Background: an optimization exercise with open tools, aiming at small area. Do not read the settings as production practice.
The RTL was checked by simulation tests, not by an equivalence proof against the original design.
Power and IR drop assume default switching activity.

$ cat flow/design.v
package vft_pkg;
	localparam int PW = 23;
	localparam logic [2:0] S_IDLE = 3'd0;
	localparam logic [2:0] S_RUN  = 3'd1;    
	localparam logic [2:0] S_BPW  = 3'd2;    
	localparam logic [2:0] S_PRE  = 3'd3;    
	localparam logic [2:0] S_OTR  = 3'd4;    
	localparam logic [2:0] S_OV   = 3'd5;    
	localparam logic [2:0] S_OTS  = 3'd6;    
	localparam logic [2:0] S_INIT = 3'd7;    
endpackage
module vft_ram (
	input  logic       clk,
	input  logic       we,
	input  logic [7:0] wdata,
	output logic [7:0] tap
);
	logic [7:0] ring [63];
	always_ff @(posedge clk) begin
		ring[0] <= we ? wdata : ring[62];
		for (int s = 1; s < 63; s++) begin
			ring[s] <= ring[s-1];
		end
	end
	assign tap = ring[61];
endmodule
module vft_regs (
	input  logic          clk,
	input  logic          arst_n,
	input  logic          psel,
	input  logic          penable,
	input  logic          pwrite,
	input  logic [5:0]    paddr,
	input  logic [63:0]   pwdata,
	output logic [63:0]   prdata,
	output logic          pready,
	output logic [255:0]  trans,    
	output logic [63:0]   start,    
	output logic [7:0]    vld       
);
	logic [2:0] idx;
	logic       wr_en;
	logic [15:0] start_q [4];
	logic [63:0] trans_q [4];
	assign pready = 1'b1;
	assign idx    = paddr[5:3];
	assign wr_en  = psel & penable & pwrite;
	always_ff @(posedge clk) begin
		for (int i = 0; i < 4; i++) begin
			if (wr_en && idx == 3'(i)) begin
				start_q[i] <= pwdata[15:0];
			end
			if (wr_en && idx == 3'(i + 4)) begin
				trans_q[i] <= pwdata;
			end
		end
	end
	always_ff @(posedge clk or negedge arst_n) begin
		if (!arst_n) begin
			vld <= '0;
		end else if (wr_en) begin
			vld[idx] <= 1'b1;
		end
	end
	always_comb begin
		for (int i = 0; i < 4; i++) begin
			start[16*i +: 16] = start_q[i];
			trans[64*i +: 64] = trans_q[i];
		end
	end
	logic [7:0] rsel;
	always_comb begin
		for (int i = 0; i < 8; i++) begin
			rsel[i] = (idx == 3'(i)) & vld[i];
		end
		prdata = '0;
		for (int i = 0; i < 4; i++) begin
			prdata[15:0] = prdata[15:0] | (start_q[i] & {16{rsel[i]}});
			prdata       = prdata | (trans_q[i] & {64{rsel[i+4]}});
		end
	end
endmodule
module vft_dp (
	input  logic          clk,
	input  logic          arst_n,
	input  logic          s_tvalid,
	output logic          s_tready,
	input  logic [63:0]   s_tdata,
	input  logic          s_tuser,
	input  logic          s_tlast,
	output logic          m_tvalid,
	input  logic          m_tready,
	output logic [39:0]   m_tdata,
	output logic          m_tuser,
	output logic          m_tlast,
	input  logic [255:0]  trans,
	input  logic [63:0]   start,
	input  logic [7:0]    vld
);
	localparam int PW = vft_pkg::PW;
	logic [4:0] b_q;
	logic [5:0] u_q;
	logic       b_last;
	logic [3:0] bsel;
	assign b_last  = (b_q == 5'(PW - 1));
	always_ff @(posedge clk or negedge arst_n) begin
		if (!arst_n) begin
			b_q <= '0;
			u_q <= '0;
		end else begin
			b_q <= b_last ? 5'd0 : b_q + 5'd1;
			u_q <= (u_q == 6'd0) ? 6'd62 : u_q - 6'd1;
		end
	end
	assign bsel  = b_q[4] ? 4'hF : b_q[3:0];    
	logic [15:0] boh;
	always_comb begin
		for (int i = 0; i < 16; i++) begin
			boh[i] = (bsel == 4'(i));
		end
	end
	logic [2:0] st_q;
	logic [1:0] pp_q;         
	logic       pk_q, open_q, trunc_q;
	logic [5:0] cnt_q, i_q;   
	logic [1:0] cur_q;
	logic [1:0] best_q [4];
	logic       run, init_pass, cmp_pass, wr_pass;
	assign run       = (st_q == vft_pkg::S_RUN);
	assign init_pass = (st_q == vft_pkg::S_INIT);
	assign cmp_pass  = run && (pp_q != 2'd0);
	assign wr_pass   = (run && (pp_q == 2'd0)) || init_pass;
	logic [PW-1:0] pr_q [4];
	logic [3:0]    h;
	logic [3:0]    nbit;
	always_comb begin
		for (int k = 0; k < 4; k++) begin
			h[k] = pr_q[k][0];
		end
	end
	logic [3:0] tb [4];       
	logic [3:0] tmask;
	always_comb begin
		for (int k = 0; k < 4; k++) begin
			tmask[k] = vld[4+k] & ~pk_q;
			for (int j = 0; j < 4; j++) begin
				tb[k][j] = (|(trans[64*k + 16*j +: 16] & boh)) & tmask[k];
			end
		end
	end
	logic       ha;
	logic [3:0] ya, hb, yb;
	logic [3:0] ca_q, cb_q, g_q;    
	logic [3:0] sa, sax, cao, sb, sbx, cbo;
	logic [3:0] opa, ope, cdo;
	logic [3:0] gfin;
	assign ha = h[pp_q];
	always_comb begin
		for (int j = 0; j < 4; j++) begin
			ya[j]  = tb[pp_q][j];
			hb[j]  = h[best_q[j]];
			yb[j]  = tb[best_q[j]][j];
			sa[j]  = ha ^ ya[j] ^ ca_q[j];
			cao[j] = (ha & ya[j]) | (ca_q[j] & (ha ^ ya[j]));
			sax[j] = ha ^ ya[j] ^ cao[j];
			sb[j]  = hb[j] ^ yb[j] ^ cb_q[j];
			cbo[j] = (hb[j] & yb[j]) | (cb_q[j] & (hb[j] ^ yb[j]));
			sbx[j] = hb[j] ^ yb[j] ^ cbo[j];
			gfin[j] = (sa[j] ^ sb[j]) ? sa[j] : g_q[j];
			if (b_last && (sax[j] ^ sbx[j])) begin
				gfin[j] = sbx[j];
			end
			opa[j]  = init_pass ? ((|(start[16*j +: 16] & boh)) & vld[j]) : sb[j];
			ope[j]  = (|(s_tdata[16*j +: 16] & boh)) & ~pk_q;
			nbit[j] = opa[j] ^ ope[j] ^ ca_q[j];
			cdo[j]  = (opa[j] & ope[j]) | (ca_q[j] & (opa[j] ^ ope[j]));
		end
	end
	always_ff @(posedge clk) begin
		for (int j = 0; j < 4; j++) begin
			ca_q[j] <= (cmp_pass ? cao[j] : cdo[j]) & ~b_last;
			cb_q[j] <= cbo[j] & ~b_last;
			g_q[j]  <= gfin[j] & ~b_last;    
		end
	end
	always_ff @(posedge clk) begin
		for (int k = 1; k < 4; k++) begin
			pr_q[k] <= {(wr_pass ? nbit[k] : h[k]), pr_q[k][PW-1:1]};
		end
		if (run || init_pass) begin
			pr_q[0] <= {(wr_pass ? nbit[0] : h[0]), pr_q[0][PW-1:1]};
		end
	end
	logic [7:0] bp_tap;
	logic       bp_we;
	logic [1:0] bt_next;
	vft_ram u_bp (
		.clk   (clk),
		.we    (bp_we),
		.wdata ({best_q[3], best_q[2], best_q[1], best_q[0]}),
		.tap   (bp_tap)
	);
	assign bt_next = bp_tap[2*cur_q +: 2];
	logic newsent, at_cnt, at_i, acc, acs_go;
	assign newsent = s_tuser | ~open_q;
	assign at_cnt  = (u_q == cnt_q) || (cnt_q == 6'd63 && u_q == 6'd0);
	assign at_i    = (u_q == i_q);    
	assign bp_we   = (st_q == vft_pkg::S_BPW) && at_cnt;
	assign acs_go  = (st_q == vft_pkg::S_IDLE) && s_tvalid && b_last && !newsent && !s_tready;
	always_comb begin
		case (st_q)
			vft_pkg::S_IDLE: s_tready = open_q & ~s_tuser & (cnt_q == 6'd63);
			vft_pkg::S_INIT: s_tready = b_last;
			vft_pkg::S_BPW:  s_tready = at_cnt;
			default:         s_tready = 1'b0;
		endcase
	end
	assign acc = s_tvalid & s_tready;
	always_ff @(posedge clk or negedge arst_n) begin
		if (!arst_n) begin
			st_q   <= vft_pkg::S_IDLE;
			pp_q   <= 2'd1;
			pk_q   <= 1'b0;
			open_q <= 1'b0;
		end else begin
			case (st_q)
				vft_pkg::S_IDLE: begin
					if (s_tvalid && b_last && newsent) begin
						st_q <= vft_pkg::S_INIT;
					end else if (acs_go) begin
						st_q <= vft_pkg::S_RUN;
					end
				end
				vft_pkg::S_INIT: begin
					if (b_last) begin
						open_q <= 1'b1;
						st_q   <= vft_pkg::S_IDLE;
					end
				end
				vft_pkg::S_RUN: begin
					if (b_last) begin
						pp_q <= pp_q + 2'd1;
						if (pp_q == 2'd0) begin
							st_q <= pk_q ? vft_pkg::S_OTR : vft_pkg::S_BPW;
							pk_q <= 1'b0;
						end
					end
				end
				vft_pkg::S_BPW: begin
					if (at_cnt) begin
						st_q <= vft_pkg::S_IDLE;
					end
				end
				vft_pkg::S_PRE: begin
					if (b_last) begin
						st_q <= vft_pkg::S_RUN;
					end
				end
				vft_pkg::S_OTR: begin
					if (at_cnt) begin
						st_q <= (i_q == cnt_q) ? vft_pkg::S_OV : vft_pkg::S_OTS;
					end
				end
				vft_pkg::S_OTS: begin
					if (at_i) begin
						st_q <= vft_pkg::S_OV;
					end
				end
				vft_pkg::S_OV: begin
					if (m_tready && i_q == cnt_q) begin
						st_q <= vft_pkg::S_IDLE;
					end else if (m_tready) begin
						st_q <= vft_pkg::S_OTR;
					end
				end
				default: st_q <= vft_pkg::S_IDLE;
			endcase
			if (acc && s_tlast) begin
				st_q   <= vft_pkg::S_PRE;
				pk_q   <= 1'b1;
				open_q <= 1'b0;
			end
		end
	end
	always_ff @(posedge clk) begin
		if (acc) begin
			if (st_q == vft_pkg::S_IDLE) begin
				trunc_q <= 1'b1;
			end
			if (st_q == vft_pkg::S_INIT) begin
				trunc_q <= 1'b0;
				cnt_q   <= '0;
			end
			if (st_q == vft_pkg::S_BPW) begin
				cnt_q <= cnt_q + 6'd1;
			end
		end
		for (int j = 0; j < 4; j++) begin
			if (cmp_pass && b_last && gfin[j]) begin
				best_q[j] <= pp_q;
			end
		end
		if (acs_go || (acc && s_tlast)) begin
			for (int j = 0; j < 4; j++) begin
				best_q[j] <= 2'd0;
			end
		end
		if (run && pp_q == 2'd0 && b_last) begin
			i_q   <= '0;
			cur_q <= best_q[0];
		end
		if ((st_q == vft_pkg::S_OTR && at_cnt && i_q != cnt_q) ||
		    (st_q == vft_pkg::S_OTS && !at_i)) begin
			cur_q <= bt_next;
		end
		if (st_q == vft_pkg::S_OV && m_tready) begin
			i_q   <= i_q + 6'd1;
			cur_q <= best_q[0];
		end
	end
	assign m_tvalid = (st_q == vft_pkg::S_OV);
	assign m_tdata  = {{(32 - PW){pr_q[0][PW-1]}}, pr_q[0], i_q, cur_q};
	assign m_tuser  = trunc_q;
	assign m_tlast  = (i_q == cnt_q);
endmodule
module viterbi_four_state_tagger_top (
	input  logic        clk,
	input  logic        arst_n,
	input  logic        s_tvalid,
	output logic        s_tready,
	input  logic [63:0] s_tdata,    
	input  logic        s_tuser,    
	input  logic        s_tlast,    
	output logic        m_tvalid,
	input  logic        m_tready,
	output logic [39:0] m_tdata,    
	output logic        m_tuser,    
	output logic        m_tlast,    
	input  logic        psel,
	input  logic        penable,
	input  logic        pwrite,
	input  logic [5:0]  paddr,
	input  logic [63:0] pwdata,
	output logic [63:0] prdata,
	output logic        pready
);
	logic [255:0] trans;
	logic [63:0]  start;
	logic [7:0]   vld;
	vft_regs u_regs (
		.clk     (clk),
		.arst_n  (arst_n),
		.psel    (psel),
		.penable (penable),
		.pwrite  (pwrite),
		.paddr   (paddr),
		.pwdata  (pwdata),
		.prdata  (prdata),
		.pready  (pready),
		.trans   (trans),
		.start   (start),
		.vld     (vld)
	);
	vft_dp u_dp (
		.clk      (clk),
		.arst_n   (arst_n),
		.s_tvalid (s_tvalid),
		.s_tready (s_tready),
		.s_tdata  (s_tdata),
		.s_tuser  (s_tuser),
		.s_tlast  (s_tlast),
		.m_tvalid (m_tvalid),
		.m_tready (m_tready),
		.m_tdata  (m_tdata),
		.m_tuser  (m_tuser),
		.m_tlast  (m_tlast),
		.trans    (trans),
		.start    (start),
		.vld      (vld)
	);
endmodule
$ cat flow/flow/abc_override.tcl
# Prepended to the standard flow's synthesis script: the same synthesis, except that ABC maps the
# combinational logic with an area-oriented script (flow/abc_area.script) instead of
# ORFS's speed script. Registers are mapped before ABC runs, so they are unchanged.
proc abc {args} {
  set i [lsearch -exact $args -script]
  if {$i >= 0} { lset args [expr {$i + 1}] $::env(VFT_ABC_SCRIPT) }
  yosys abc {*}$args
}
$ cat flow/config.mk
export PLATFORM = sky130hd
export DESIGN_NAME = viterbi_four_state_tagger_top
export DESIGN_NICKNAME = viterbi_four_state_tagger_top
export VERILOG_FILES = /design/flow/design.v
export SDC_FILE = /design/flow/constraint.sdc
export NUM_CORES = 4
export LEC_CHECK = 0
export CAP_MARGIN = 20
export CORE_MARGIN = 2
export CORE_UTILIZATION = 40
export PLACE_DENSITY = 0.85
export SLEW_MARGIN = 20
$ cat flow/constraint.sdc
create_clock -name core_clock -period 15.0 [get_ports {clk}]
set_input_delay 3.0000 -clock core_clock [delete_from_list [all_inputs] [get_ports {clk}]]
set_output_delay 3.0000 -clock core_clock [all_outputs]
set_load 0.01 [all_outputs]
$ cat flow/flow/abc_area.script
strash
&get -n
&st

&syn3
&dch -f
&nf -a -p -R 1000 -F 8 -A 8
&st
&syn2
&dch -f
&nf -a -p -R 1000 -F 8 -A 8
&put
topo
stime -c
$ cat flow/standard.sh
#!/bin/bash
# synth_recipe.tcl (not shown) runs the flow's synth.tcl, then flattens the netlist and writes it again
# the make line also repeats each setting of config.mk as NAME=value (left out here)
make -C /OpenROAD-flow-scripts/flow DESIGN_CONFIG=/design/flow/config.mk WORK_HOME=/design/flow/orfs CLKGATE_MAP_FILE= SYNTH_SCRIPT=/design/flow/synth_recipe.tcl "${@:-finish}"
$ cat flow/flow/run.sh
#!/bin/bash
# Standard ORFS layout with three changes:
#  - synthesis is the standard flow's script with ABC run on an area-oriented script (same registers);
#  - port buffers use the smallest buffer cell;
#  - the clock tree uses sink clusters of mid-size clock buffers and no dummy loads.
# Full make output goes to flow_make.log here; each ORFS step keeps its own log under
# orfs/logs/.
set -euo pipefail
export VFT_ABC_SCRIPT="$PWD/flow/abc_area.script"
cat flow/abc_override.tcl synth_recipe.tcl > vft_synth.tcl
bash standard.sh \
	"SYNTH_SCRIPT=$PWD/vft_synth.tcl" \
	"BUFFER_PORTS_ARGS=-buffer_cell sky130_fd_sc_hd__buf_1" \
	"CTS_ARGS=-sink_clustering_enable -repair_clock_nets -dont_use_dummy_load -buf_list {sky130_fd_sc_hd__clkbuf_8} -sink_clustering_size 16 -sink_clustering_max_diameter 100" \
	finish > flow_make.log 2>&1
==> notes.md, run 1 <==
* Min-Delay Startpoint: u_dp.u_bp.ring[40][6]$_DFF_P_
* Hold violation total from the final report at 0
* Number of max-cap violations at 0
* Remaining routing DRC violations at 0
* Global route total overflow at 0
* Max VDD drop at 0.0834 mV
* Number of top-level pins at ~250
* Area share of and/or/nand/nor cells after synthesis at 5.82%
* Clock Sink Count at 977
* Category of the critical setup timing path: in -> out
* Largest delay share family, worst path: buffers and inverters
* Cell occurring most often along the worst timing path: buf_1
* Cells along the critical path: buf_1 > clkinv_1 > ha_1 > and2_0 > a222oi_1 > nand3_1 > buf_1
* Outcome: complete, no violations
* Max Root-Sink Buffers at 3
* Yosys cell types at 53
* Die Footprint at ~75000 sq um
* Buffers & Inverters on Critical Path at 3
* Adder-Cell Fraction of Synth Area at 2.19%
* Worst Setup Start Kind: input pin
* Critical Path Sink Type: output pin
* Horizontal die dimension at 275 um
* Time the worst path needs with I/O delays and setup at between 8000 and 9000 ps
* Sequential share of the synthesized area at 79.4%
* Layout area overhead at 11.4%
* Cell count after placement at around 3.1k
* Post-synthesis cell count at 1830
* Critical path's slowest cell: a222oi_1
* TritonCTS Buffers at ~70
* Fraction of synthesized area in multiplexers at under 10%
* Fraction of the mapped netlist area in compound gates at 9.54%
* Most instantiated library cell after synthesis: dfxtp_1
* Clock transition time at the flip-flop clock pins of the worst setup and hold paths at 90 ps
* Maximum cell stage delay along the critical path at 660 ps
* Core area at 72700 sq um
* Number of synthesized register bits at 977
* Number of enable-type register cells in the synthesized netlist at 358
* Final net count at 2346
* Vias at 17.9k
* Most used flip-flop cell after synthesis: dfxtp_1
* Largest family of logic cells by synthesized area: compound AO/OA/AOI/OAI gates
* Power Dens Cells at 134 nW/um^2
* Net count after synthesis at 2009
* Global router's overall resource usage at 19.2%
* Starting density of the core at 40.3%
* Fraction of layout cells with a size suffix above 1 at under 10%
* Arrival time reported for the critical path endpoint at 5810 ps
* Total iterations of the first detailed-routing run at 12
* Final slew viol count at 0
* Top cell type's share of synthesized area at 40.5%
* Latest clock arrival within the worst-skew pair at 670 ps
* Row count at just under 100
* Utilization of the core after routing at 44.9%
* Worst path required time at between 10000 and 15000 ps
* Routability-driven placement congestion ratio at 0.919
* Post-synth top cells: dfxtp_1, edfxtp_1, nand2_1
* Skew final at between 60 and 70 ps
* Post-synth top area cell: dfxtp_1
* DP HPWL at 48.8 mm
* First-pass GRT wire length at 108 mm
* Worst min-delay path category: reg -> reg
* RSZ-0062 raised after global routing: false
* Summed instance area of the synthesized netlist at 29300 sq um
* Vias in the first global route at approximately 18k
* Worst setup path startpoint: paddr[5]
* Largest fanout on the critical path at 16
* Die boundary height at around 270 um
* Count of instances resized after the clock tree is built at 0
* Leakage power at 11.4 nW
* Number of fillers in the final layout at ~6.1k
* Number of antenna violations at the first check in global routing at 13
* Clock tree from TritonCTS: built
* Clock tree root buffer cell: clkbuf_8
* Final clock period utilization by the worst path at 58.7%
* Count of warnings emitted by yosys at 9
* Fmax at 114 MHz
* Worst-case headroom to the max-slew limit at a little under a quarter
* Synth async-reset ratio at 2.66%
* Total setup violations reported at the end of the flow at 0
* Total Neg Setup Slack at 0 ps
* Post-CTS Setup Bufs at 0
* Final standard cell count with taps included and fillers excluded at around 3.1k
* Reg-to-reg startpoint: u_dp.b_q[1]$_DFF_PN0_
* Actual transition at the worst max-transition pin at 1150 ps
* CTS Hold Buffers Added at 0
* Wirelength per Cell at 23.7 um
* Via density at 5.73
* Avg Inst Size Synth at approximately 16 sq um
* Number of violations reported at the end of detailed-routing iteration 0 at 3864
* Leading cell types by total area after synthesis: dfxtp_1, edfxtp_1, a222oi_1, nand2_1, dfrtp_1
* Maximum number of pins on one net before global-route repair at 65
* CTS HTree Levels at 3
* Port Buf Inserts at 247
* Xor and xnor fraction of the mapped netlist area at 0.807%
* Total wirelength of the detailed-routed design at 74.2 mm
* Antenna Nets Post-Route at 0
[where the power goes]
group	internal, mW	switching (mW)
clock	0.427	0.753
sequential	2.82	0.0584
combinational	0.108	0.221
[layout by cell type (no fill, tap or decap), types with 5 or more instances in the layout]
cell,instances
a21oi_1,18
a221oi_1,24
a222oi_1,150
a22o_1,23
a22oi_1,44
a31oi_1,17
a41oi_1,5
and2_0,7
and3_1,21
buf_1,246
buf_4,28
clkbuf_8,71
clkinv_1,29
dfrtp_1,25
dfxtp_1,593
diode_2,10
edfxtp_1,358
fa_1,20
ha_1,16
mux2_1,18
mux2i_1,18
nand2_1,174
nand2b_1,7
nand3_1,37
nand4_1,15
nor2_1,55
nor2_2,14
nor2b_1,10
nor3_1,6
o21ai_0,26
o21bai_1,5
or3_1,5
xnor2_1,14
xor2_1,13
[final timing paths]
| check | endpoint | slack (ps) | depth (start not counted) |
|---|---|---|---|
| worst max-delay path | prdata[2] | 6190 | 7 |
| worst min-delay path | u_dp.u_bp.ring[41][6]$_DFF_P_ | 270 | 0 |
| worst max register to register | u_dp.best_q[1][1]$_SDFFE_PP0P_ | 9720 | 17 |
| worst min register to register | u_dp.u_bp.ring[41][6]$_DFF_P_ | 270 | 0 |
| max in group asynchronous | u_dp.b_q[3]$_DFF_PN0_ | 12020 | 1 |
| min in group asynchronous | u_regs.vld[5]$_DFFE_PN0P_ | 2420 | 1 |
[flip-flops by register name, indices dropped and copies added (netlist names), 3 cells and up]
register,flops
u_dp.g_q,4
u_dp.u_bp.ring,504
u_regs.vld,8
u_regs.start_q,64
u_dp.cnt_q,6
u_dp.pr_q,92
u_dp.ca_q,4
u_dp.i_q,6
u_dp.st_q,3
u_dp.b_q,5
u_dp.best_q,8
u_dp.u_q,6
u_dp.cb_q,4
u_regs.trans_q,256
[cells by family (layout without fill, tap and decap cells)]
kind of cell	count (synthesis)	after routing
buffers and inverters	40	375
and+or+nand+nor	377	377
other	1	11
AOI/OAI and AO/OA	329	329
muxes	39	39
xor gates and xnor gates	27	27
adders and majority gates	40	40
DFF	977	977
[through the flow]
step,area (sq um),worst slack (ps),total power [mW],hold slack [ps]
3_3_place_gp,31600,6390,3.25,311
3_5_place_dp,31600,6390,3.26,312
5_1_grt,32600,6190,4.54,257
2_1_floorplan,29300,6550,3.12,310
6_report,32600,6190,4.39,266
4_1_cts,32600,6370,4.41,245
[per-layer routing]
metal / share of wire (%) / track usage (%)
met5: 0.054 / 0
met4: 5.5 / 10.1
met3: 14 / 6.14
met2: 43 / 28.7
met1: 37 / 24.8
[area by class of cell]
class / instances / area [sq um] / area share (%)
inverter: 29 / 109 / 0.333
timing repair buffer: 275 / 1140 / 3.49
antenna: 10 / 25.0 / 0.0767
sequential: 977 / 23300 / 71.3
multi-input combinational: 813 / 5920 / 18.1
clock buffer: 71 / 977 / 2.99
tap: 959 / 1200 / 3.68
==> run 2, diff against run 1 <==
--- a/flow/config.mk
+++ b/flow/config.mk
@@ -8,5 +8,5 @@
 export CAP_MARGIN = 20
 export CORE_MARGIN = 2
 export CORE_UTILIZATION = 40
-export PLACE_DENSITY = 0.85
+export PLACE_DENSITY = 0.7
 export SLEW_MARGIN = 20
==> notes.md, run 2 <==
* Avg Inst Size Synth at 16.0 sq um (unchanged)
* Leakage power at 11.4 nW (about the same)
* Largest family of logic cells by synthesized area: compound AO/OA/AOI/OAI gates (unchanged)
* Starting density of the core at 40.3% (unchanged)
* Area share of and/or/nand/nor cells after synthesis at 5.82% (unchanged)
* Count of warnings emitted by yosys at 9 (unchanged)
* Critical Path Sink Type: output pin (unchanged)
* Sequential share of the synthesized area at 79.4% (unchanged)
* Placement-stage cell area at 31700 sq um (was 31600 sq um)
* Reg-to-reg startpoint: u_dp.b_q[3]$_DFF_PN0_ (was u_dp.b_q[1]$_DFF_PN0_)
* Summed instance area of the synthesized netlist at 29300 sq um (unchanged)
* Global route total overflow at 0 (unchanged)
* Total iterations of the first detailed-routing run at 8 (was 12)
* Cell area after layout at 32700 sq um (was 32600 sq um)
* Yosys cell types at 53 (unchanged)
* Global router's overall resource usage at 19.2% (about the same)
* Total wirelength of the detailed-routed design at 73.8 mm (was 74.2 mm)
* Maximum number of pins on one net before global-route repair at 65 (unchanged)
* CTS Hold Buffers Added at 0 (unchanged)
* RSZ-0062 raised after global routing: false (unchanged)
* Die Footprint at 75400 sq um (unchanged)
* Die boundary height at 275 um (unchanged)
* Vias at 17.6k (was 17.9k)
* Post-CTS Setup Bufs at 0 (unchanged)
* Most instantiated library cell after synthesis: dfxtp_1 (unchanged)
* Final net count at 2349 (was 2346)
* Net count after synthesis at 2009 (unchanged)
* Row count at 99 (unchanged)
* Critical path endpoint: prdata[2] (unchanged)
* Number of cells on the worst reg-to-reg path at 15 (was 17)
* Fraction of the mapped netlist area in compound gates at 9.54% (unchanged)
* Largest delay share family, worst path: buffers and inverters (unchanged)
* Maximum cell stage delay along the critical path at 580 ps (was 660 ps)
* Outcome: complete, no violations (unchanged)
* Number of enable-type register cells in the synthesized netlist at 358 (unchanged)
* Cells along the critical path: buf_1 > clkinv_1 > ha_1 > and2_1 > a222oi_1 > nand3_1 > buf_1 (was buf_1 > clkinv_1 > ha_1 > and2_0 > a222oi_1 > nand3_1 > buf_1)
* Number of top-level pins at 252 (unchanged)
* Clock transition time at the flip-flop clock pins of the worst setup and hold paths at 100 ps (was 90 ps)
* Largest register by flop count: u_dp.u_bp.ring (unchanged)
* Clock tree from TritonCTS: built (unchanged)
* Buffers & Inverters on Critical Path at 3 (unchanged)
* TritonCTS Buffers at 71 (unchanged)
* Max VDD drop at 0.0624 mV (was 0.0834 mV)
* Hold violation total from the final report at 0 (unchanged)
* Most common cell after layout, fill and taps aside: dfxtp_1 (unchanged)
* Max Root-Sink Buffers at 3 (unchanged)
* Critical path's slowest cell: a222oi_1 (unchanged)
* Number of synthesized register bits at 977 (unchanged)
* Clock tree root buffer cell: clkbuf_8 (unchanged)
* Routability-driven placement congestion ratio at 0.910 (was 0.919)
* Worst setup path startpoint: paddr[5] (unchanged)
* Total area of sequential cells at 23300 sq um (unchanged)
* Core area at 72700 sq um (unchanged)
* Arrival time reported for the critical path endpoint at 5670 ps (was 5810 ps)
* Cell count along the critical path at 7 (unchanged)
* Worst Setup Start Kind: input pin (unchanged)
* Largest fanout on the critical path at 16 (unchanged)
* Number of antenna violations at the first check in global routing at 10 (was 13)
* CTS HTree Levels at 3 (unchanged)
* Fraction of synthesized area in multiplexers at 1.54% (unchanged)
* Adder-Cell Fraction of Synth Area at 2.19% (unchanged)
* Time the worst path needs with I/O delays and setup at 8670 ps (was 8810 ps)
* Fraction of layout cells with a size suffix above 1 at 6.18% (was 6.05%)
* Number of violations reported at the end of detailed-routing iteration 0 at 3156 (was 3864)
* Antenna Nets Post-Route at 0 (unchanged)
* Vias in the first global route at 17.5k (was 17.7k)
* Most used flip-flop cell after synthesis: dfxtp_1 (unchanged)
* Final slew viol count at 0 (unchanged)
* Top flop regs: u_dp.u_bp.ring: 504 flops, u_regs.trans_q: 256 flops, u_dp.pr_q: 92 flops (unchanged)
* Count of instances resized after the clock tree is built at 0 (unchanged)
* Power Dens Cells at 134 nW/um^2 (about the same)
* Top cell type's share of synthesized area at 40.5% (unchanged)
* Category of the critical setup timing path: in -> out (unchanged)
* R2R Setup Slk at 9670 ps (was 9720 ps)
* Worst path required time at 12000 ps (about the same)
* Post-synth top area cell: dfxtp_1 (unchanged)
* Total Neg Setup Slack at 0 ps (unchanged)
* DP HPWL at 48.1 mm (was 48.8 mm)
* End of the worst register-to-register path: u_dp.pr_q[0][22]$_DFFE_PP_ (was u_dp.best_q[1][1]$_SDFFE_PP0P_)
* Largest register FFs at 504 (unchanged)
* Clock Sink Count at 977 (unchanged)
* Post-synth top cells: dfxtp_1, edfxtp_1, nand2_1 (unchanged)
* Most used cells in the layout excluding fill and tap cells: dfxtp_1, edfxtp_1, buf_1, nand2_1, a222oi_1 (unchanged)
* Number of fillers in the final layout at 6276 (was 6137)
* Port Buf Inserts at 247 (unchanged)
* Cell occurring most often along the worst timing path: buf_1 (unchanged)
* First-pass GRT wire length at 109 mm (was 108 mm)
* Number of max-cap violations at 0 (unchanged)
* Layout area overhead at 11.6% (was 11.4%)
* Synth async-reset ratio at 2.66% (unchanged)
* Combined area of the multi-input logic cells at 5930 sq um (was 5920 sq um)
* Leading cell types by total area after synthesis: dfxtp_1, edfxtp_1, a222oi_1, nand2_1, dfrtp_1 (unchanged)
* Via density at 5.61 (was 5.73)
* Post-synthesis cell count at 1830 (unchanged)
* Actual transition at the worst max-transition pin at 1160 ps (was 1150 ps)
* Worst-case headroom to the max-slew limit at 22.4% (was 23.2%)
* Final clock period utilization by the worst path at 57.8% (was 58.7%)
* Latest clock arrival within the worst-skew pair at 710 ps (was 670 ps)
* Wirelength per Cell at 23.5 um (was 23.7 um)
* Total setup violations reported at the end of the flow at 0 (unchanged)
* Fmax at 115 MHz (was 114 MHz)
* Skew final at 75.1 ps (was 66.0 ps)
* Horizontal die dimension at 275 um (unchanged)
* Remaining routing DRC violations at 0 (unchanged)
* Xor and xnor fraction of the mapped netlist area at 0.807% (unchanged)
* Worst min-delay path category: reg -> reg (unchanged)
[run 2: stage by stage]
step                power [mW]  std cells  setup slack [ps]  hold WS [ps]  util, %
floorplan                 3.12       1830              6550           310        -
global placement          3.25       3054              6370           310     43.5
detailed placement        3.26       3056              6300           312     43.6
CTS                       4.43       3127              6290           296     44.9
global route              4.55       3134              6240           305     45.0
finish                    4.39       3136              6330           303     45.0
[run 2: layer usage]
metal / track usage (%) / vias to the layer above / wire [um]
met3: 5.46 / 178 / 9470
li1: - / 7650 / -
met5: 0 / - / 38
met1: 25.8 / 8533 / 28900
met2: 29.3 / 1238 / 32800
met4: 8.37 / 6 / 2600
[run 2: final cells by class]
class                   instances  area share, %
repair buffers                278           3.65
well taps                     959           3.67
clock buffers                  71           2.99
flip-flops and latches        977           71.2
diodes                          9         0.0689
inverters                      29          0.333
multi-input cells             813           18.1
[run 2: worst min path at each step]
stage	startpoint	endpoint	slack [ps]	cells past startpoint
4_1_cts	u_dp.u_bp.ring[49][6]$_DFF_P_	u_dp.u_bp.ring[50][6]$_DFF_P_	300	0
2_1_floorplan	u_dp.pr_q[1][1]$_DFF_P_	u_dp.pr_q[1][0]$_DFF_P_	310	0
6_report	u_dp.pr_q[2][13]$_DFF_P_	u_dp.pr_q[2][12]$_DFF_P_	300	0
3_3_place_gp	u_dp.u_bp.ring[60][5]$_DFF_P_	u_dp.u_bp.ring[61][5]$_DFF_P_	310	0
3_5_place_dp	u_dp.pr_q[1][17]$_DFF_P_	u_dp.pr_q[1][16]$_DFF_P_	310	0
5_1_grt	u_dp.pr_q[3][3]$_DFF_P_	u_dp.pr_q[3][2]$_DFF_P_	300	0
[run 2: where the power goes]
part           total, mW  switching (mW)  internal (mW)
Sequential          2.88          0.0567           2.82
Combinational      0.324           0.214          0.111
Clock               1.19           0.759          0.427
[run 2: logic make-up (layout without fill, tap and decap cells)]
family                     Yosys count  in the layout
buffers and inverters               40            378
muxes                               39             39
adders and majority gates           40             40
and+or+nand+nor                    377            377
AOI/OAI and AO/OA                  329            329
xor gates and xnor gates            27             27
other                                1             10
DFF                                977            977
[run 2: worst reg2reg max path: cells and delay by family, from the launching register on]
family	cells	cell delay (ps)
AND/OR/NAND/NOR	5	1730
adder cells (fa/ha/maj)	2	1030
multiplexers	2	730
AO/OA/AOI/OAI	4	560
buffers and inverters	2	520
flip-flops	1	500
==> run 3, diff against run 2 <==
--- a/flow/flow/run.sh
+++ b/flow/flow/run.sh
@@ -11,5 +11,5 @@
 bash standard.sh \
 	"SYNTH_SCRIPT=$PWD/vft_synth.tcl" \
 	"BUFFER_PORTS_ARGS=-buffer_cell sky130_fd_sc_hd__buf_1" \
-	"CTS_ARGS=-sink_clustering_enable -repair_clock_nets -dont_use_dummy_load -buf_list {sky130_fd_sc_hd__clkbuf_8} -sink_clustering_size 16 -sink_clustering_max_diameter 100" \
+	"CTS_ARGS=-sink_clustering_enable -repair_clock_nets -dont_use_dummy_load -buf_list {sky130_fd_sc_hd__clkbuf_8} -sink_clustering_size 18 -sink_clustering_max_diameter 100" \
 	finish > flow_make.log 2>&1
--- a/flow/config.mk
+++ b/flow/config.mk
@@ -8,5 +8,5 @@
 export CAP_MARGIN = 20
 export CORE_MARGIN = 2
 export CORE_UTILIZATION = 40
-export PLACE_DENSITY = 0.7
+export PLACE_DENSITY = 0.85
 export SLEW_MARGIN = 20
==> notes.md, run 3 <==
* Outcome: complete, no violations (unchanged)
* Total Neg Setup Slack at 0 ps (unchanged)
* Number of synthesized register bits at 977 (unchanged)
* Clock transition time at the flip-flop clock pins of the worst setup and hold paths at 110 ps (was 100 ps)
* Total wirelength of the detailed-routed design at 73.9 mm (was 73.8 mm)
* Number of antenna violations at the first check in global routing at 15 (was 10)
* Count of instances resized after the clock tree is built at 0 (unchanged)
* Total setup violations reported at the end of the flow at 0 (unchanged)
* Most used flip-flop cell after synthesis: dfxtp_1 (unchanged)
* DP Worst Slack at 6390 ps (was 6300 ps)
* Net count after synthesis at 2009 (unchanged)
* Fmax at 113 MHz (was 115 MHz)
* Largest fanout on the critical path at 16 (unchanged)
* Hold Crit Depth at 0 (unchanged)
* Vias at 17.9k (was 17.6k)
* Leakage power at 11.3 nW (was 11.4 nW)
* Skew final at 114 ps (was 75.1 ps)
* Number of max-cap violations at 0 (unchanged)
* Leading cell types by total area after synthesis: dfxtp_1, edfxtp_1, a222oi_1, nand2_1, dfrtp_1 (unchanged)
* Horizontal die dimension at 275 um (unchanged)
* Count of warnings emitted by yosys at 9 (unchanged)
* Core area at 72700 sq um (unchanged)
* Largest register by flop count: u_dp.u_bp.ring (unchanged)
* DP HPWL at 48.8 mm (was 48.1 mm)
* Worst Setup Start Kind: input pin (unchanged)
* Arrival time reported for the critical path endpoint at 5810 ps (was 5670 ps)
* First-pass GRT wire length at 108 mm (was 109 mm)
* Hold violation total from the final report at 0 (unchanged)
* Top cell type's share of synthesized area at 40.5% (unchanged)
* Global route total overflow at 0 (unchanged)
* Clock tree from TritonCTS: built (unchanged)
* Number of fillers in the final layout at 6171 (was 6276)
* Critical Path Sink Type: output pin (unchanged)
* Max Root-Sink Buffers at 3 (unchanged)
* Worst min-delay path category: reg -> reg (unchanged)
* CTS Hold Buffers Added at 0 (unchanged)
* Routability-driven placement congestion ratio at 0.919 (was 0.910)
* Total iterations of the first detailed-routing run at 12 (was 8)
* Row count at 99 (unchanged)
* Fraction of the mapped netlist area in compound gates at 9.54% (unchanged)
* Layout area overhead at 10.9% (was 11.6%)
* Cell area after layout at 32500 sq um (was 32700 sq um)
* Summed instance area of the synthesized netlist at 29300 sq um (unchanged)
* Adder-Cell Fraction of Synth Area at 2.19% (unchanged)
* Number of enable-type register cells in the synthesized netlist at 358 (unchanged)
* Die Footprint at 75400 sq um (unchanged)
* Antenna Nets Post-Route at 0 (unchanged)
* RSZ-0062 raised after global routing: false (unchanged)
* Number of top-level pins at 252 (unchanged)
* Largest register FFs at 504 (unchanged)
* Most common cell after layout, fill and taps aside: dfxtp_1 (unchanged)
* Post-CTS Setup Bufs at 0 (unchanged)
* Synth async-reset ratio at 2.66% (unchanged)
* Most instantiated library cell after synthesis: dfxtp_1 (unchanged)
* Worst-case headroom to the max-slew limit at 20.0% (was 22.4%)
* Final slew viol count at 0 (unchanged)
* Category of the critical setup timing path: in -> out (unchanged)
* Sequential share of the synthesized area at 79.4% (unchanged)
* Number of violations reported at the end of detailed-routing iteration 0 at 4062 (was 3156)
* Final worst setup slack at 6190 ps (was 6330 ps)
* Final clock period utilization by the worst path at 58.7% (was 57.8%)
* Via density at 5.74 (was 5.61)
* Clock Sink Count at 977 (unchanged)
* Xor and xnor fraction of the mapped netlist area at 0.807% (unchanged)
* Final net count at 2335 (was 2349)
* TritonCTS Buffers at 60 (was 71)
* Clock tree root buffer cell: clkbuf_8 (unchanged)
* Worst path required time at 12000 ps (about the same)
* Port Buf Inserts at 247 (unchanged)
* Yosys cell types at 53 (unchanged)
* Fraction of layout cells with a size suffix above 1 at 5.57% (was 6.18%)
* Placement-stage cell area at 31600 sq um (was 31700 sq um)
* Latest clock arrival within the worst-skew pair at 750 ps (was 710 ps)
* Maximum number of pins on one net before global-route repair at 65 (unchanged)
* Global router's overall resource usage at 19.0% (was 19.2%)
* Number of cells on the worst reg-to-reg path at 17 (was 15)
* Post-synth top area cell: dfxtp_1 (unchanged)
* Vias in the first global route at 17.5k (about the same)
* Wirelength per Cell at 23.7 um (was 23.5 um)
* Power Dens Cells at 133 nW/um^2 (was 134 nW/um^2)
* CTS HTree Levels at 2 (was 3)
* Starting density of the core at 40.3% (unchanged)
* Actual transition at the worst max-transition pin at 1200 ps (was 1160 ps)
* Die boundary height at 275 um (unchanged)
* Remaining routing DRC violations at 0 (unchanged)
* Time the worst path needs with I/O delays and setup at 8810 ps (was 8670 ps)
* Top flop regs: u_dp.u_bp.ring: 504 flops, u_regs.trans_q: 256 flops, u_dp.pr_q: 92 flops (unchanged)
* Max VDD drop at 0.0793 mV (was 0.0624 mV)
* Largest family of logic cells by synthesized area: compound AO/OA/AOI/OAI gates (unchanged)
* Fraction of synthesized area in multiplexers at 1.54% (unchanged)
* Avg Inst Size Synth at 16.0 sq um (unchanged)
* Post-synth top cells: dfxtp_1, edfxtp_1, nand2_1 (unchanged)
* Area share of and/or/nand/nor cells after synthesis at 5.82% (unchanged)
* Most used cells in the layout excluding fill and tap cells: dfxtp_1, edfxtp_1, buf_1, nand2_1, a222oi_1 (unchanged)
* Post-synthesis cell count at 1830 (unchanged)
run 3: cell counts after synthesis:
No cell type changed its count.
run 3: routing by layer:
metal	up-vias	global-route usage [%]	part of all wire (%)
li1	7633	-	-
met1	8529	25.4	38
met2	1512	28.4	44
met3	268	5.49	13
met4	4	9.43	5.1
met5	-	0	0.041
run 3: worst paths after layout:
path	start	endpoint	slack (ps)
max	paddr[5]	prdata[2]	6190
min	u_dp.pr_q[1][13]$_DFF_P_	u_dp.pr_q[1][12]$_DFF_P_	260
max reg2reg	u_dp.b_q[2]$_DFF_PN0_	u_dp.best_q[1][0]$_SDFFE_PP0P_	9640
min reg2reg	u_dp.pr_q[1][13]$_DFF_P_	u_dp.pr_q[1][12]$_DFF_P_	260
max in group asynchronous	arst_n	u_dp.b_q[1]$_DFF_PN0_	12060
min in group asynchronous	arst_n	u_regs.vld[4]$_DFFE_PN0P_	2340
run 3: cell type report:
| cell class | count | area [sq um] | area share, % |
|---|---|---|---|
| diodes | 12 | 30.0 | 0.0924 |
| clock buffers | 60 | 826 | 2.54 |
| inverters | 29 | 109 | 0.335 |
| multi-input cells | 813 | 5920 | 18.2 |
| flip-flops and latches | 977 | 23300 | 71.6 |
| well taps | 959 | 1200 | 3.69 |
| repair buffers | 275 | 1140 | 3.50 |
run 3: worst max-delay path: stages:
cell and delay [ps]:
buf_1 320, clkinv_1 420, ha_1 350, and2_0 590, a222oi_1 680, nand3_1 250, buf_1 190
run 3: logic make-up after synthesis:
family                     Yosys count
DFF                                977
and+or+nand+nor                    377
AOI/OAI and AO/OA                  329
adders and majority gates           40
buffers and inverters               40
muxes                               39
xor gates and xnor gates            27
other                                1
run 3: per-stage QoR:
step / hold slack [ps] / std cells / utilization (%) / power [mW]
finish: 258 / 3125 / 44.7 / 4.31
floorplan: 310 / 1830 / - / 3.12
detailed placement: 312 / 3053 / 43.5 / 3.26
global route: 259 / 3123 / 44.7 / 4.45
CTS: 232 / 3113 / 44.7 / 4.32
global placement: 311 / 3053 / 43.5 / 3.25
run 3: where the power goes:
| part | total [mW] | switching (mW) | internal [mW] |
|---|---|---|---|
| registers | 2.88 | 0.0586 | 2.82 |
| logic | 0.327 | 0.219 | 0.108 |
| clock network | 1.10 | 0.741 | 0.358 |
| total | 4.31 | 1.02 | 3.29 |

[port drivers added, routing unchanged]
How much do the figures lean on ideal ports? The routed layouts below were timed once more, with nothing changed but the port constraints. Step 1 assumes that a clkbuf_16 drives the clock port and a buf_2 every other input. Step 2 moves the port delays by t, midway between the first and last clock arrival at a register: inputs arrive t later, outputs are due t later. That takes back most of the time a late clock gives input paths. a / b / c = ideal ports / drivers / drivers and shift; a / b = the first two.
run | shift t [ns] | slack for setup (ns) | hold slack, ns
run 1 | 0.704 | 6.195 / 6.111 / 6.111 | 0.266 / 0.266 / 0.266
run 2 | 0.716 | 6.329 / 6.257 / 6.257 | 0.303 / 0.303 / 0.303
run 3 | 0.757 | 6.189 / 6.094 / 6.094 | 0.258 / 0.258 / 0.258
After both steps setup and hold are still met in every run listed. The setup slack of run 3, which loses most, moves by -0.095 ns with the drivers and by -0.095 ns with both steps.
